This is an optimization exercise on Yosys and OpenROAD, whose aim is small area, a short achievable clock period and few clock cycles per item, not a production implementation.
In this exercise RTL edits were held to simulation tests only and were not proved equivalent to the original.
Power figures rest on the tool's default switching activity, not on a simulated workload.

## design/flow/design.v

```verilog
`default_nettype none
package ssmt_pkg;
  localparam int unsigned OP_W           = 2;
  localparam int unsigned VALUE_W        = 16;
  localparam int unsigned COUNT_W        = 5;
  localparam int unsigned DEF_CAPACITY   = 16;
  localparam int unsigned DEF_ELEM_WIDTH = 16;
  typedef enum logic [OP_W-1:0] {
    OP_INSERT = 2'd0,
    OP_DELETE = 2'd1,
    OP_QUERY  = 2'd2,
    OP_CLEAR  = 2'd3
  } ssmt_op_e;
  typedef struct packed {
    logic ins_en;
    logic del_en;
  } ssmt_ctl_t;
endpackage
`default_nettype wire
`default_nettype none
module ssmt_cell #(
  parameter int unsigned IDX        = 0,
  parameter int unsigned CNT_W      = ssmt_pkg::COUNT_W,
  parameter int unsigned ELEM_WIDTH = ssmt_pkg::DEF_ELEM_WIDTH
) (
  input  wire logic                   clk_i,
  input  wire ssmt_pkg::ssmt_ctl_t    ctl_i,
  input  wire logic [CNT_W-1:0]       count_i,
  input  wire logic [ELEM_WIDTH-1:0]  elem_i,
  input  wire logic [ELEM_WIDTH-1:0]  nbr_i,
  input  wire logic                   hit_i,
  output logic                        hit_o,
  output logic [ELEM_WIDTH-1:0]       entry_o
);
  logic [ELEM_WIDTH-1:0] entry_q;
  logic                  valid;
  logic                  match;
  logic                  at_tail;
  assign valid   = CNT_W'(IDX) < count_i;
  assign match   = valid && (entry_q == elem_i);
  assign hit_o   = hit_i || match;
  assign at_tail = CNT_W'(IDX) == count_i;
  assign entry_o = entry_q;
  always_ff @(posedge clk_i) begin
    if (ctl_i.del_en && hit_o) begin
      entry_q <= nbr_i;
    end else if (ctl_i.ins_en && at_tail) begin
      entry_q <= elem_i;
    end
  end
endmodule
`default_nettype wire
`default_nettype none
module small_set_membership_table #(
  parameter int unsigned CAPACITY   = ssmt_pkg::DEF_CAPACITY,
  parameter int unsigned ELEM_WIDTH = ssmt_pkg::DEF_ELEM_WIDTH
) (
  input  wire logic                          clk_i,
  input  wire logic                          rst_ni,
  input  wire logic                          start_i,
  output logic                               busy_o,
  input  wire logic [ssmt_pkg::OP_W-1:0]     op_i,
  input  wire logic [ssmt_pkg::VALUE_W-1:0]  value_i,
  output logic                               valid_o,
  output logic                               was_member_o,
  output logic [ssmt_pkg::COUNT_W-1:0]       count_o,
  output logic                               empty_res_o,
  output logic                               full_res_o,
  output logic                               rejected_o
);
  localparam int unsigned CNT_W = $clog2(CAPACITY + 1);
  logic [CNT_W-1:0]      count_q, count_d;
  logic                  valid_q;
  logic                  was_q, empty_q, full_q, rej_q;
  logic [ssmt_pkg::COUNT_W-1:0]    cnt_res_q;
  logic                  rej_d;
  logic                  accept;
  logic                  member;
  logic                  full_now;
  logic [ELEM_WIDTH-1:0] elem;
  ssmt_pkg::ssmt_op_e              op;
  ssmt_pkg::ssmt_ctl_t             ctl;
  logic [CAPACITY:0]       hit;
  logic [ELEM_WIDTH-1:0]   entry [CAPACITY];
  assign busy_o   = 1'b0;
  assign accept   = start_i && !busy_o;
  assign elem     = ELEM_WIDTH'(value_i);
  assign op       = ssmt_pkg::ssmt_op_e'(op_i);
  assign full_now = count_q == CNT_W'(CAPACITY);
  assign hit[0]   = 1'b0;
  assign member   = hit[CAPACITY];
  for (genvar i = 0; i < CAPACITY; i++) begin : g_cell
    logic [ELEM_WIDTH-1:0] nbr;
    if (i == CAPACITY - 1) begin : g_last
      assign nbr = entry[i];
    end else begin : g_mid
      assign nbr = entry[i+1];
    end
    ssmt_cell #(
      .IDX       (i),
      .CNT_W     (CNT_W),
      .ELEM_WIDTH(ELEM_WIDTH)
    ) u_cell (
      .clk_i  (clk_i),
      .ctl_i  (ctl),
      .count_i(count_q),
      .elem_i (elem),
      .nbr_i  (nbr),
      .hit_i  (hit[i]),
      .hit_o  (hit[i+1]),
      .entry_o(entry[i])
    );
  end
  always_comb begin
    count_d    = count_q;
    rej_d      = 1'b0;
    ctl.ins_en = 1'b0;
    ctl.del_en = 1'b0;
    if (accept) begin
      unique case (op)
        ssmt_pkg::OP_INSERT: begin
          if (!member) begin
            if (full_now) begin
              rej_d = 1'b1;
            end else begin
              ctl.ins_en = 1'b1;
              count_d    = count_q + CNT_W'(1);
            end
          end
        end
        ssmt_pkg::OP_DELETE: begin
          if (member) begin
            ctl.del_en = 1'b1;
            count_d    = count_q - CNT_W'(1);
          end
        end
        ssmt_pkg::OP_QUERY: begin
        end
        ssmt_pkg::OP_CLEAR: begin
          count_d = '0;
        end
        default: begin
        end
      endcase
    end
  end
  always_ff @(posedge clk_i or negedge rst_ni) begin
    if (!rst_ni) begin
      count_q <= '0;
      valid_q <= 1'b0;
    end else begin
      count_q <= count_d;
      valid_q <= accept;
    end
  end
  always_ff @(posedge clk_i) begin
    if (accept) begin
      was_q     <= member;
      cnt_res_q <= ssmt_pkg::COUNT_W'(count_d);
      empty_q   <= count_d == '0;
      full_q    <= count_d == CNT_W'(CAPACITY);
      rej_q     <= rej_d;
    end
  end
  assign valid_o      = valid_q;
  assign was_member_o = was_q;
  assign count_o      = cnt_res_q;
  assign empty_res_o  = empty_q;
  assign full_res_o   = full_q;
  assign rejected_o   = rej_q;
endmodule
`default_nettype wire
```

## design/flow/run.sh

```bash
#!/bin/bash
# synth_recipe.tcl (not shown) runs the flow's synth.tcl, then flattens the netlist and writes it again
# the make line also repeats each setting of config.mk as NAME=value (left out here)
make -C /OpenROAD-flow-scripts/flow DESIGN_CONFIG=/design/flow/config.mk WORK_HOME=/design/flow/orfs CLKGATE_MAP_FILE= SYNTH_SCRIPT=/design/flow/synth_recipe.tcl finish
```

## design/flow/config.mk

```make
export PLATFORM = sky130hd
export DESIGN_NAME = small_set_membership_table
export DESIGN_NICKNAME = small_set_membership_table
export VERILOG_FILES = /design/flow/design.v
export SDC_FILE = /design/flow/constraint.sdc
export NUM_CORES = 4
export LEC_CHECK = 0
export CAP_MARGIN = 20
export CORE_MARGIN = 2
export CORE_UTILIZATION = 40
export SLEW_MARGIN = 20
```

## design/flow/constraint.sdc

```tcl
create_clock -name core_clock -period 4.0 [get_ports {clk_i}]
set_input_delay 0.8000 -clock core_clock [delete_from_list [all_inputs] [get_ports {clk_i}]]
set_output_delay 0.8000 -clock core_clock [all_outputs]
set_load 0.01 [all_outputs]
```

==> summary.txt <==
==> kinds of logic (layout without fill, tap and decap cells) <==
kind of cell,after synthesis,in the layout,share of synthesized area [%]
DFF,271,271,52.2
xor gates and xnor gates,256,256,14.4
muxes,243,243,18.3
and+or+nand+nor,192,192,7.12
buffers and inverters,107,230,4.66
AOI/OAI and AO/OA,60,60,2.85
adders and majority gates,5,5,0.403
other,1,1,0.0241
==> power groups by stage <==
stage	combinational (mW)	clock, mW	sequential (mW)
after floorplan	0.589	0	3.29
after global placement	1.01	0	3.31
after detailed placement	1.01	0	3.31
after CTS	1.02	2.72	3.25
after global routing	1.10	2.84	3.26
final	1.02	2.67	3.25
==> how the worst max path moves through the flow <==
| stage | depth (start not counted) | to | from |
|---|---|---|---|
| finish | 11 | full_q | count_q[3] |
| global route | 10 | full_q | count_q[1] |
| CTS | 11 | full_q | count_q[3] |
| detailed placement | 13 | full_q | value_i[6] |
| global placement | 13 | full_q | value_i[6] |
| floorplan | 12 | g_cell[10].u_cell.entry_q[0] | value_i[11] |
==> cell usage in the layout (no fill, tap or decap), drive strengths merged, types with 3 or more instances in the layout <==
cell and n:
a21oi 16, clkdlybuf4s50 14, nand4 20, dfrtp 6, nor4 52, o31ai 5, ha 5, nor2 15
inv 15, o22ai 3, o32ai 3, a211oi 5, mux2 240, nor3 20, nand2 37, mux2i 3
clkbuf 36, nand2b 3, edfxtp 265, xnor2 72, and3 5, and2 3, nand3 18, or2 4
clkinv 16, xor2 184, o21ai 11, or3 5, buf 145
==> registers in the layout, indices dropped and copies added (netlist names) <==
register / flops
full_q: 1
cnt_res_q: 5
rej_q: 1
was_q: 1
empty_q: 1
count_q: 5
valid_q: 1
g_cell.u_cell.entry_q: 256
==> stage by stage <==
stage          cells  power (mW)
2_1_floorplan   1135        3.88
3_3_place_gp    1720        4.32
3_5_place_dp    1720        4.32
4_1_cts         1776        6.99
5_1_grt         1776        7.20
6_report        1776        6.95
==> worst max-delay path: cells and delay by family (launching register included) <==
kind	cells	cell delay, ns
flip-flops	1	0.51
buffers and inverters	2	0.44
AO/OA/AOI/OAI	3	0.44
AND/OR/NAND/NOR	6	2.04
==> final cells by class <==
cell class	count	area (sq um)	area share [%]
Sequential cell	271	8110	44.2
Inverter	15	56.3	0.307
Tap cell	518	648	3.54
Clock buffer	36	795	4.34
Timing Repair Buffer	159	1850	10.1
Clock inverter	20	148	0.806
Multi-Input combinational cell	757	6720	36.7
==> metal layers <==
layer	part of all wire, %	GRT usage [%]	routed length (um)
met5	0.072	0	28
met4	2.6	4.97	1010
met3	3.7	2.65	1440
met2	47	31.2	18300
met1	47	27.8	18300
==> flow_metrics.tcl <==
set metrics [dict create \
    status "complete, no violations" \
    p_leak_nw 6.42 \
    num_io_pins 32 \
    finalSetupViolCount 0 \
    crit_path_frequent_cell "buf_4" \
    powerDensity_mw_per_mm2 379 \
    p_seq_share_pct 46.8 \
    syn_area_sq_mm 0.0155 \
    drv_cap 0 \
    holdWs_ns 0.528 \
    hold_viol_final 0 \
    finalNetCount 1261 \
    drtPass1Iterations 5 \
    yosys.area.top_type_share_pct 51.2 \
    crit_slowest_cell "or4_1" \
    yosys-top-cells-count "edfxtp_1 (265), mux2_2 (193), xor2_1 (184), xnor2_1 (72), nor4_1 (52)" \
    skew_ns 0.0218 \
    utilization_pct 47.6 \
    finalInstanceArea_sq_mm 0.0183 \
    vias 9335 \
    cp-start-kind "flop" \
    place_area_sq_mm 0.0174 \
    yosysTopAreaCell "edfxtp_1" \
    criticalPathCategory "flop to flop" \
    r2r-start "count_q[3]" \
    relSlewSlack_pct 56.6 \
    area_delta_synth_final_pct 18.0 \
    grt_usage_pct 19.4 \
    maxSlewViolCount 0 \
    holdBufCountCts 0 \
    die_y_um 201 \
    fmax_mhz 274 \
    r2r_slack_ns 0.35 \
    synthCells 1135 \
    io_buffer_count 30 \
    synth_nets 1161 \
    wl_mm 39.2 \
    async_flop_share_pct 2.21 \
    initialDrtViolationCount 666 \
    synth_area_leaders "edfxtp_1 (51%), mux2_2 (14%), xor2_1 (10%)" \
    grt_max_degree 22 \
    finalWorstSetupSlack_ns 0.348 \
    ys_seq_area_share_pct 52.2 \
    cp_max_fo 8 \
    gp_congestion 0.887 \
    crit_chain "buf_4 > nor3_4 > o21ai_0 > nand2_1 > o2bb2ai_2 > or4_1 > buf_4 > or2_2 > nor3_2 > o32ai_1 > nor4b_1" \
    rows 72 \
    postCtsSetupRepairBufs 0 \
    cts-resized-gates 0 \
    clock-sinks 271 \
    avgSynthCellArea_sq_um 13.7 \
    critPathMaxStageDelay_ns 0.65 \
    initial_utilization_pct 40.4 \
    tightest_slew_ns 0.646 \
    ctsLongestPathBuffers 3 \
    antenna_cells 0 \
    ir_worst_vdd_uv 340 \
    min_period_over_period_pct 91.3 \
    power_frac_comb_pct 14.7 \
    drc 0 \
    min_path_type "primary input to async pin" \
    cp-end-kind "flop" \
    grt_pass1_wl_mm 60.7 \
    vias_per_cell 5.26 \
    clkTransAtPathRegs_ns 0.06 \
    drive_gt1_share_pct 34.4 \
    ys_ff_latch 271 \
    cts_tree "yes" \
    nFillCells 3382 \
    wl_per_cell_um 22.0 \
    yosysUniqueCellTypes 65 \
    yosysMostFrequentCell "edfxtp_1" \
    pwr-share-clk_pct 38.4 \
    dp_hpwl_mm 28.8 \
    rsz0062_at_grt "false" \
    ant_nets 0 \
    tns_ns 0 \
    antenna_found_initial 2 \
    period_needed_ns 3.65 \
    switching_share_pct 25.7 \
    rr_worst_depth 11 \
    cp_data_arrival_time_ns 3.98 \
    intPower_mw 5.16 \
    synth_warnings 18 \
    grt_overflow 0 \
    core-area_sq_mm 0.0385 \
    yosys_most_used_dff "edfxtp_1" \
    r2r_end "full_q" \
    clockRootBuffer "clkbuf_16" \
    worstPathRequired_ns 4.33 \
    preCtsSetupSlack_ns -0.198 \
    dieWidth_um 201 \
    synth_edf_count 265 \
    grt_pass1_vias 9549 \
    numCtsBuffers 31 \
    switchingPower_mw 1.79 \
    htreeDepth 1 \
    die_area_sq_mm 0.0404 \
    clk_latency_ns 0.56 \
]
Testbench counts, summed over its fixed seeds: cycles 32,008, items 32,000.

-- separate check: timing with driven ports --
In the flow no input, the clock included, has a driving cell. The finished layout below was timed again as built, in two steps. Step 1, drivers: a clkbuf_16 drives clk_i and a buf_2 each remaining input, both assumed. Step 2 also shifts input and output timing later by t, the mid clock arrival at the registers, as if the neighbouring blocks saw the same clock. a / b / c = ideal / step 1 / step 2; a / b = the first two.
t, ns: 0.599
setup slack, ns: 0.348 / 0.348 / -0.134
worst setup path after step 2: input to register
slew at the worst register clock pin (ns): 0.06 / 0.06
cell pins on the clock port's net: 1
With both steps, setup timing fails in this run, where it was met with ideal ports. The setup slack of this run moves by 0.000 ns with the drivers and by -0.482 ns with both steps.
